What follows belongs to an exercise in optimizing a design on an open flow for small area, a short achievable clock period and few clock cycles; a production flow would make more cautious choices. In this exercise RTL edits were held to simulation tests only and were not proved equivalent to the original. No activity file was given, so power comes from the tool's default toggle rates.

==> inputs of run a <==
// postfix_eval_top
module postfix_eval_top (
  input  logic        clk,
  input  logic        rst,
  input  logic        tok_valid,
  output logic        tok_stall,
  input  logic [1:0]  tok_kind,
  input  logic [31:0] tok_value,
  input  logic [1:0]  tok_op,
  input  logic        tok_last,
  output logic        res_valid,
  input  logic        res_stall,
  output logic [31:0] res_value,
  output logic [2:0]  res_status,
  input  logic        cfg_valid,
  output logic        cfg_ready,
  input  logic        cfg_data
);
Settings: LEC_CHECK=0, ABC_CLOCK_PERIOD_IN_PS=3500, CAP_MARGIN=20, CORE_MARGIN=2, CORE_UTILIZATION=45, SETUP_SLACK_MARGIN=5, SLEW_MARGIN=20; clock period 10.0 ns.
standard.sh (not shown) runs the stock make flow with config.mk's settings and CLKGATE_MAP_FILE= SYNTH_SCRIPT=/design/flow/synth_recipe.tcl, a recipe that flattens the netlist after the stock synthesis.
==> flow/flow/run.sh <==
#!/bin/bash
# The standard layout (the standard.sh: ORFS synthesis to the final
# layout, unchanged) with the timing repair asked to aim for 5.5 ns of setup
# slack at the design's 10 ns clock, i.e. for paths of 4.5 ns.
set -o pipefail
bash standard.sh SETUP_SLACK_MARGIN=5.5 finish > standard_flow.log 2>&1
==> run b: changes against run a <==
--- a/flow/design.v
+++ b/flow/design.v
@@ -221,27 +221,30 @@
   pxe_pkg::word_t m2, m3, m4, m5;
   pxe_pkg::word_t cell_q [MEM_N];
   logic              cv;
   pxe_pkg::tok_req_t ct;
   logic              cskip;
+  logic              cwait;     
   logic              exec;
   assign cfg_ready = 1'b1;
   assign tok_stall = cv && !exec;
   always_ff @(posedge clk) begin
     if (!tok_stall) begin
       ct    <= tok;
       cskip <= skip;
+      cwait <= tok.last_token ||
+               (tok.token_kind == pxe_pkg::KIND_OPERATOR && tok.op_code == pxe_pkg::OP_DIV);
     end
   end
   logic is_num, is_op, is_div, ok, full, few, dz, div_busy;
   logic t_push, t_as, t_mul, t_div, t_pop;
   logic [2:0] t_err;
   assign div_busy = (dst != D_OFF);
   assign is_num   = (ct.token_kind == pxe_pkg::KIND_NUMBER);
   assign is_op    = (ct.token_kind == pxe_pkg::KIND_OPERATOR);
   assign is_div   = is_op && (ct.op_code == pxe_pkg::OP_DIV);
-  assign exec     = cv && ((state == S_IDLE) ? !(div_busy && (is_div || ct.last_token)) :
+  assign exec     = cv && ((state == S_IDLE) ? !(div_busy && cwait) :
                              (state == S_MULB) ? (mbg && !ct.last_token && !res_valid) : 1'b0);
   assign ok       = (err == pxe_pkg::ST_OK);
   assign full     = cnt[6];
   assign few      = (cnt[6:1] == '0);
   assign dz       = (tos == '0);
==> flow/flow/run.sh (replaced) <==
#!/bin/bash
# The standard layout (the standard.sh: ORFS synthesis to the final
# layout, unchanged) with the timing repair asked to aim for 5.8 ns of setup
# slack at the design's 10 ns clock, i.e. for paths of 4.2 ns.
set -o pipefail
bash standard.sh SETUP_SLACK_MARGIN=5.8 finish > standard_flow.log 2>&1
- CORE_UTILIZATION: 45 -> 50
==> flow_summary_export.csv <==
group,metric,value,unit
status,status,"timing/DRC/antenna clean",
pwr,ir_drop,0.303,mV
pwr,power.total,27.4,mW
cells_and_area,sh_seq_area,38.6,%
route,met2_length,153000,um
yosys,syn_nets,13700,
cells_and_area,multi_input_area_share,46.4,%
cells_and_area,postLayoutCellArea,0.127,sq mm
yosys,yosysSeqAreaShare,44.1,%
(the above is from run b)
==> flow_summary_export.csv <==
group,metric,value,unit
status,status,"timing/DRC/antenna clean",
route,met2_length,139000,um
yosys,yosysSeqAreaShare,44.0,%
clock_network,clk_pin_slew,60,ps
cells_and_area,multi_input_area_share,46.5,%
pwr,power.total,21.5,mW
cells_and_area,sh_seq_area,39.2,%
yosys,syn_nets,13800,
pwr,ir_drop,0.166,mV
cells_and_area,postLayoutCellArea,0.125,sq mm
(the above is from run a)
Testbench counts of run a, summed over its fixed seeds: cycles 41,436.
Testbench counts of run b, summed over its fixed seeds: cycles 41,436.

========
==> 07-03: inputs <==
Another version of the RTL of postfix_eval_top (not shown whole).
==> flow/config.mk <==
export PLATFORM = sky130hd
export DESIGN_NAME = postfix_eval_top
export DESIGN_NICKNAME = postfix_eval_top
export VERILOG_FILES = /design/flow/design.v
export SDC_FILE = /design/flow/constraint.sdc
export NUM_CORES = 4
export LEC_CHECK = 0
export ABC_CLOCK_PERIOD_IN_PS = 3000
export CAP_MARGIN = 20
export CORE_MARGIN = 2
export CORE_UTILIZATION = 50
export SETUP_SLACK_MARGIN = 5
export SLEW_MARGIN = 20
==> flow/constraint.sdc <==
create_clock -name core_clock -period 10.0 [get_ports {clk}]
set_input_delay 2.0000 -clock core_clock [delete_from_list [all_inputs] [get_ports {clk}]]
set_output_delay 2.0000 -clock core_clock [all_outputs]
set_load 0.01 [all_outputs]
==> flow/flow/run.sh <==
#!/bin/bash
# The standard layout (the standard.sh: ORFS synthesis to the final
# layout, unchanged) with the timing repair asked to aim for 6 ns of setup
# slack at the design's 10 ns clock, i.e. for paths of 4 ns.
set -o pipefail
bash standard.sh SETUP_SLACK_MARGIN=6.0 finish > standard_flow.log 2>&1
==> 08-15 (differences from 07-03) <==
--- a/flow/design.v
+++ b/flow/design.v
@@ -116,69 +116,73 @@
   output pxe_pkg::word_t result
 );
   logic [31:0] rem;
   logic [31:0] dvs;
   logic [31:0] quo;
   logic [3:0]  left;    
   logic        neg;
   logic [5:0]  lza, lzb;
+  logic        zq;
   function automatic logic [5:0] clz32(logic [31:0] x);
     logic [5:0] n;
     n = 6'd32;
     for (int i = 0; i < 32; i++) begin
       if (x[i]) n = 6'(31 - i);
     end
     clz32 = n;
   endfunction
   logic [31:0] mag_a, mag_b;
+  logic [5:0]  lz_a, lz_b;
   logic [6:0]  nbits;      
   logic [3:0]  nsteps;     
   assign mag_a     = dividend[31] ? -dividend : dividend;
   assign mag_b     = divisor[31] ? -divisor : divisor;
-  assign zero_q    = (lza > lzb);
+  assign lz_a      = clz32(mag_a);
+  assign lz_b      = clz32(mag_b);
+  assign zero_q    = zq;
   assign nbits     = 7'(lzb) - 7'(lza);
   assign nsteps    = nbits[4:1];
   assign last_step = (left == '0);
   logic [33:0] d1, d2;
-  logic [34:0] d3;
+  logic [34:0] d3, s3, c3;
   logic [1:0]  q;
   logic [31:0] r_n;
   assign d1 = {2'b0, rem} - {2'b0, dvs};
   assign d2 = {2'b0, rem} - {1'b0, dvs, 1'b0};
-  logic [34:0] x0, x1, x2, s3, mj;
-  logic [35:0] d3w;
-  assign x0  = {3'b0, rem};
-  assign x1  = ~{3'b0, dvs};
-  assign x2  = ~{2'b0, dvs, 1'b0};
-  assign s3  = x0 ^ x1 ^ x2;
-  assign mj  = (x0 & x1) | (x0 & x2) | (x1 & x2);
-  assign d3w = {s3, 1'b1} + {mj[33:0], 1'b1, 1'b1};
-  assign d3  = d3w[35:1];
+  logic [34:0] x0, x1, x2, mj;
+  assign x0 = {3'b0, rem};
+  assign x1 = ~{3'b0, dvs};
+  assign x2 = ~{2'b0, dvs, 1'b0};
+  assign s3 = x0 ^ x1 ^ x2;
+  assign mj = (x0 & x1) | (x0 & x2) | (x1 & x2);
+  assign c3 = {mj[33:0], 1'b1};
+  assign d3 = s3 + c3 + 35'd1;
   always_comb begin
     if (!d3[34]) begin
       q = 2'd3; r_n = d3[31:0];
     end else if (!d2[33]) begin
       q = 2'd2; r_n = d2[31:0];
     end else if (!d1[33]) begin
       q = 2'd1; r_n = d1[31:0];
     end else begin
       q = 2'd0; r_n = rem;
     end
   end
   assign result = neg ? -quo : quo;
   always_ff @(posedge clk) begin
     if (start) begin
       rem <= mag_a;
       dvs <= mag_b;
-      lza <= clz32(mag_a);
-      lzb <= clz32(mag_b);
       neg <= dividend[31] ^ divisor[31];
+      lza <= lz_a;
+      lzb <= lz_b;
+      zq  <= (lz_a > lz_b);
       quo <= '0;
-    end else if (align && !zero_q) begin
+    end else if (align) begin
       dvs  <= dvs << {nsteps, 1'b0};
       left <= nsteps;
     end else if (step) begin
       rem  <= r_n;
       dvs  <= dvs >> 2;
       quo  <= {quo[29:0], q};
       left <= left - 1'b1;
     end
@@ -223,33 +227,32 @@
   assign tok_stall = cv && !exec;
   always_ff @(posedge clk) begin
     if (!tok_stall) begin
       ct    <= tok;
       cskip <= skip;
     end
   end
   logic is_num, is_op, is_div, ok, full, few, dz, div_busy;
-  logic t_push, t_as, t_mul, t_div, t_pop;
+  logic t_push, t_as, t_mul, t_div;
   logic [2:0] t_err;
   assign div_busy = (dst != D_OFF);
   assign is_num   = (ct.token_kind == pxe_pkg::KIND_NUMBER);
   assign is_op    = (ct.token_kind == pxe_pkg::KIND_OPERATOR);
   assign is_div   = is_op && (ct.op_code == pxe_pkg::OP_DIV);
   assign exec     = cv && ((state == S_IDLE) ? !(div_busy && (is_div || ct.last_token)) :
                              (state == S_MULB) ? (mbg && !ct.last_token && !res_valid) : 1'b0);
   assign ok       = (err == pxe_pkg::ST_OK);
   assign full     = cnt[6];
   assign few      = (cnt[6:1] == '0);
   assign dz       = (tos == '0);
   assign t_push   = exec && ok && is_num && !full;
   assign t_as     = exec && ok && is_op && !few && !ct.op_code[1];
   assign t_mul    = exec && ok && is_op && !few && (ct.op_code == pxe_pkg::OP_MUL);
   assign t_div    = exec && ok && is_div && !few && !dz;
-  assign t_pop    = exec && ok && is_op && !few && (ct.op_code != pxe_pkg::OP_MUL);
   always_comb begin
     t_err = err;
     if (ok) begin
       if (is_num) begin
         if (full) t_err = pxe_pkg::ST_OVERFLOW;
       end else if (is_op) begin
         if (few) t_err = pxe_pkg::ST_FEW_OPERANDS;
         else if (is_div && dz) t_err = pxe_pkg::ST_DIV_ZERO;
@@ -287,21 +290,22 @@
     .align     (dst == D_ALN),
     .step      (dst == D_IT),
     .dividend  (nos),
     .divisor   (tos),
     .zero_q    (div_zero_q),
     .last_step (div_last),
     .result    (div_r)
   );
-  assign div_done = (dst == D_FIN);
-  assign div_v    = div_r;
-  logic           pop, div_wb;
-  assign pop    = t_pop || (mulb && !mbg);
-  assign div_wb = div_done && !dbg;
+  assign div_done = (dst == D_ALN && div_zero_q) || (dst == D_FIN);
+  assign div_v    = (dst == D_ALN) ? '0 : div_r;
+  logic           pop;
+  pxe_pkg::word_t pop_val;
+  assign pop     = t_as || (mulb && !mbg) || (div_done && !dbg);
+  assign pop_val = (state == S_DWAIT) ? div_v : sum;
   logic           ev;
   pxe_pkg::word_t n_tos;
   logic [6:0]     n_cnt;
   logic [2:0]     n_err;
   always_comb begin
     n_tos = tos;
     n_cnt = cnt;
     n_err = err;
@@ -310,22 +314,19 @@
       n_err = t_err;
       ev    = ct.last_token && !t_mul && !t_div;
       if (t_push) begin
         n_tos = ct.number_value;
         n_cnt = cnt + 7'd1;
       end
     end
     if (pop) begin
-      n_tos = sum;
+      n_tos = pop_val;
       n_cnt = cnt - 7'd1;
-      ev    = exec ? (ct.last_token && !t_div) : (mulb && last_q);
-    end
-    if (div_wb) begin
-      n_tos = div_v;
+      ev    = exec ? ct.last_token : (mulb && last_q);
     end
     if (state == S_RFIN) ev = 1'b1;
   end
   logic out_free, bg_ev;
   pxe_pkg::res_req_t r_next;
   assign out_free = !res_valid || !res_stall;
   assign bg_ev    = (div_done && dbg) || (mulb && mbg);
   always_comb begin
@@ -348,20 +349,19 @@
   always_ff @(posedge clk) begin
     if (t_push) begin
       tos <= ct.number_value;
       nos <= tos;
     end else if (t_mul) begin
       tos <= mr0;
       nos <= mr1;
     end else if (pop) begin
-      tos <= sum;
+      tos <= pop_val;
       nos <= cell_q[0];
     end
-    if (div_wb) tos <= div_v;
   end
   always_ff @(posedge clk) begin
     if (t_mul) begin
       m2 <= mr2;
       m3 <= mr3;
     end
   end
   logic c_hold;
@@ -413,17 +413,18 @@
         end
         S_MULB:  if (!mbg || out_free) state <= S_IDLE;
         S_DWAIT: if (div_done) state <= S_IDLE;
         S_RFIN:  ;
         default: state <= S_IDLE;
       endcase
       unique case (dst)
         D_OFF:   if (t_div) dst <= D_ALN;
-        D_ALN:   dst <= div_zero_q ? D_FIN : D_IT;
+        D_ALN:   if (!div_zero_q) dst <= D_IT;
+                 else if (!dbg || out_free) dst <= D_OFF;
         D_IT:    if (div_last) dst <= D_FIN;
         D_FIN:   if (!dbg || out_free) dst <= D_OFF;
         default: dst <= D_OFF;
       endcase
       if ((t_div || t_mul) && ct.last_token) begin
         cnt <= '0;
         err <= pxe_pkg::ST_OK;
       end
==> flow/run.sh (new file) <==
#!/bin/bash
# synth_recipe.tcl (not shown) runs the flow's synth.tcl, then flattens the netlist and writes it again
# the make line also repeats each setting of config.mk as NAME=value (left out here)
make -C /OpenROAD-flow-scripts/flow DESIGN_CONFIG=/design/flow/config.mk WORK_HOME=/design/flow/orfs CLKGATE_MAP_FILE= SYNTH_SCRIPT=/design/flow/synth_recipe.tcl finish
ABC_CLOCK_PERIOD_IN_PS = 3500   (was 3000)
CORE_UTILIZATION = 40   (was 50)
removed: flow/flow/run.sh
removed: flow/standard.sh
==> 05-28 (differences from 07-03) <==
--- a/flow/design.v
+++ b/flow/design.v
@@ -29,17 +29,19 @@
   } cell_ctl_t;
 endpackage
 module pxe_cell (
   input  pxe_pkg::word_t a,
   input  pxe_pkg::word_t b,
   output pxe_pkg::word_t r0,
   output pxe_pkg::word_t r1,
   output pxe_pkg::word_t r2,
-  output pxe_pkg::word_t r3
+  output pxe_pkg::word_t r3,
+  output pxe_pkg::word_t r4,
+  output pxe_pkg::word_t r5
 );
   logic [31:0] r [17];
   function automatic logic [31:0] fs(logic [31:0] x, logic [31:0] y, logic [31:0] z);
     fs = x ^ y ^ z;
   endfunction
   function automatic logic [31:0] fc(logic [31:0] x, logic [31:0] y, logic [31:0] z);
     logic [31:0] m;
     m = (x & y) | (x & z) | (y & z);
@@ -59,55 +61,58 @@
       mag = ({32{one}} & a) | ({32{two}} & {a[30:0], 1'b0});
       r[i] = ({32{neg}} ^ mag) << (2 * i);
       negrow[2*i] = neg;
     end
     r[16] = negrow;
   end
   logic [31:0] l1 [12];
   logic [31:0] l2 [8];
-  logic [31:0] l3 [6];
   always_comb begin
     for (int i = 0; i < 5; i++) begin
       l1[2*i]   = fs(r[3*i], r[3*i+1], r[3*i+2]);
       l1[2*i+1] = fc(r[3*i], r[3*i+1], r[3*i+2]);
     end
     l1[10] = r[15];
     l1[11] = r[16];
     for (int i = 0; i < 4; i++) begin
       l2[2*i]   = fs(l1[3*i], l1[3*i+1], l1[3*i+2]);
       l2[2*i+1] = fc(l1[3*i], l1[3*i+1], l1[3*i+2]);
     end
-    for (int i = 0; i < 2; i++) begin
-      l3[2*i]   = fs(l2[3*i], l2[3*i+1], l2[3*i+2]);
-      l3[2*i+1] = fc(l2[3*i], l2[3*i+1], l2[3*i+2]);
-    end
-    l3[4] = l2[6];
-    l3[5] = l2[7];
   end
-  assign r0 = fs(l3[0], l3[1], l3[2]);
-  assign r1 = fc(l3[0], l3[1], l3[2]);
-  assign r2 = fs(l3[3], l3[4], l3[5]);
-  assign r3 = fc(l3[3], l3[4], l3[5]);
+  assign r0 = fs(l2[0], l2[1], l2[2]);
+  assign r1 = fc(l2[0], l2[1], l2[2]);
+  assign r2 = fs(l2[3], l2[4], l2[5]);
+  assign r3 = fc(l2[3], l2[4], l2[5]);
+  assign r4 = l2[6];
+  assign r5 = l2[7];
 endmodule
-module pxe_csa42 (
+module pxe_csa62 (
   input  pxe_pkg::word_t a,
   input  pxe_pkg::word_t b,
   input  pxe_pkg::word_t c,
   input  pxe_pkg::word_t d,
+  input  pxe_pkg::word_t e,
+  input  pxe_pkg::word_t f,
   output pxe_pkg::word_t s,
   output pxe_pkg::word_t t
 );
-  logic [31:0] x, y, m1, m2;
-  assign x  = a ^ b ^ c;
-  assign m1 = (a & b) | (a & c) | (b & c);
-  assign y  = {m1[30:0], 1'b0};
-  assign s  = x ^ y ^ d;
-  assign m2 = (x & y) | (x & d) | (y & d);
-  assign t  = {m2[30:0], 1'b0};
+  logic [31:0] x0, y0, x1, y1, x2, y2, m0, m1, m2, m3;
+  assign x0 = a ^ b ^ c;
+  assign m0 = (a & b) | (a & c) | (b & c);
+  assign y0 = {m0[30:0], 1'b0};
+  assign x1 = d ^ e ^ f;
+  assign m1 = (d & e) | (d & f) | (e & f);
+  assign y1 = {m1[30:0], 1'b0};
+  assign x2 = x0 ^ y0 ^ x1;
+  assign m2 = (x0 & y0) | (x0 & x1) | (y0 & x1);
+  assign y2 = {m2[30:0], 1'b0};
+  assign s  = x2 ^ y2 ^ y1;
+  assign m3 = (x2 & y2) | (x2 & y1) | (y2 & y1);
+  assign t  = {m3[30:0], 1'b0};
 endmodule
 module pxe_div (
   input  logic           clk,
   input  logic           start,
   input  logic           align,
   input  logic           step,
   input  pxe_pkg::word_t dividend,
   input  pxe_pkg::word_t divisor,
@@ -208,17 +213,17 @@
   logic           mbg;       
   logic           bg_one;    
   logic [6:0]     cnt;
   logic [2:0]     err;
   logic           skip;
   logic           last_q;
   pxe_pkg::word_t tos;
   pxe_pkg::word_t nos;
-  pxe_pkg::word_t m2, m3;
+  pxe_pkg::word_t m2, m3, m4, m5;
   pxe_pkg::word_t cell_q [MEM_N];
   logic              cv;
   pxe_pkg::tok_req_t ct;
   logic              cskip;
   logic              exec;
   assign cfg_ready = 1'b1;
   assign tok_stall = cv && !exec;
   always_ff @(posedge clk) begin
@@ -253,31 +258,35 @@
       end else if (is_op) begin
         if (few) t_err = pxe_pkg::ST_FEW_OPERANDS;
         else if (is_div && dz) t_err = pxe_pkg::ST_DIV_ZERO;
       end else if (!cskip) begin
         t_err = pxe_pkg::ST_UNEXPECTED;
       end
     end
   end
-  pxe_pkg::word_t mr0, mr1, mr2, mr3, ms, mt, add_a, add_b, sum, div_r, div_v;
+  pxe_pkg::word_t mr0, mr1, mr2, mr3, mr4, mr5, ms, mt, add_a, add_b, sum, div_r, div_v;
   logic div_zero_q, div_last, div_done, sub, mulb;
   pxe_cell u_mul (
     .a  (nos),
     .b  (tos),
     .r0 (mr0),
     .r1 (mr1),
     .r2 (mr2),
-    .r3 (mr3)
+    .r3 (mr3),
+    .r4 (mr4),
+    .r5 (mr5)
   );
-  pxe_csa42 u_csa (
+  pxe_csa62 u_csa (
     .a (tos),
     .b (nos),
     .c (m2),
     .d (m3),
+    .e (m4),
+    .f (m5),
     .s (ms),
     .t (mt)
   );
   assign mulb  = (state == S_MULB);
   assign sub   = !mulb && ct.op_code[0];
   assign add_a = mulb ? ms : nos;
   assign add_b = mulb ? mt : (tos ^ {32{sub}});
   assign sum   = add_a + add_b + {31'd0, sub};
@@ -357,16 +366,18 @@
       nos <= cell_q[0];
     end
     if (div_wb) tos <= div_v;
   end
   always_ff @(posedge clk) begin
     if (t_mul) begin
       m2 <= mr2;
       m3 <= mr3;
+      m4 <= mr4;
+      m5 <= mr5;
     end
   end
   logic c_hold;
   assign c_hold = !(t_push || pop);
   genvar g;
   generate
     for (g = 0; g < MEM_N; g++) begin : g_cell
       pxe_pkg::word_t prev_d, next_d;
==> flow/run.sh (new file) <==
#!/bin/bash
# synth_recipe.tcl (not shown) runs the flow's synth.tcl, then flattens the netlist and writes it again
# the make line also repeats each setting of config.mk as NAME=value (left out here)
make -C /OpenROAD-flow-scripts/flow DESIGN_CONFIG=/design/flow/config.mk WORK_HOME=/design/flow/orfs CLKGATE_MAP_FILE= SYNTH_SCRIPT=/design/flow/synth_recipe.tcl finish
ABC_CLOCK_PERIOD_IN_PS = 3500   (was 3000)
CORE_UTILIZATION = 45   (was 50)
removed: flow/flow/run.sh
removed: flow/standard.sh
==> summary.txt <==
- Sequential power, lowest first: 08-15, 05-28, 07-03.
- Synthesized cell count: 05-28 > 08-15 > 07-03.
- Utilization: 05-28 is higher than 08-15 (5.0 points).
- The lowest power belongs to 05-28, the highest to 07-03.
- The lowest worst setup slack belongs to 07-03, the highest to 08-15.
Testbench counts of 07-03, summed over its fixed seeds: cycles 41,436.
Testbench counts of 08-15, summed over its fixed seeds: cycles 40,790.
Testbench counts of 05-28, summed over its fixed seeds: cycles 41,436.

[re-timing with driven ports]
No port has a modelled driver above. Below, the same layouts with a new extraction and two added sets of constraints. Step 1 assumes that a clkbuf_16 drives the clock port and a buf_2 every other input. Step 2, shift: input delay + t, output delay - t, t = (earliest + latest rising clock arrival at the registers) / 2. This alone moves slack from input paths to output paths. Slacks: no drivers / after step 1 / after step 2; pairs: no drivers / after step 1.
| run | t, ns | setup WS [ns] | hold slack, ns | worst setup path at the end | worst data-port slew with drivers (ns) |
|---|---|---|---|---|---|
| run a | 0.928 | 5.462 / 5.462 / 5.462 | 0.433 / 0.433 / 0.433 | register to register | 0.22 |
| run b | 0.961 | 5.426 / 5.426 / 5.426 | 0.449 / 0.449 / 0.449 | register to register | 0.13 |
| 07-03 | 0.932 | 5.059 / 5.059 / 5.059 | 0.452 / 0.452 / 0.452 | register to register | 0.26 |
| 08-15 | 0.900 | 5.094 / 5.094 / 5.094 | 0.449 / 0.449 / 0.449 | register to register | 0.07 |
| 05-28 | 0.935 | 5.060 / 5.053 / 5.060 | 0.446 / 0.446 / 0.446 | register to register | 0.22 |
After both steps every run listed still meets setup and hold.
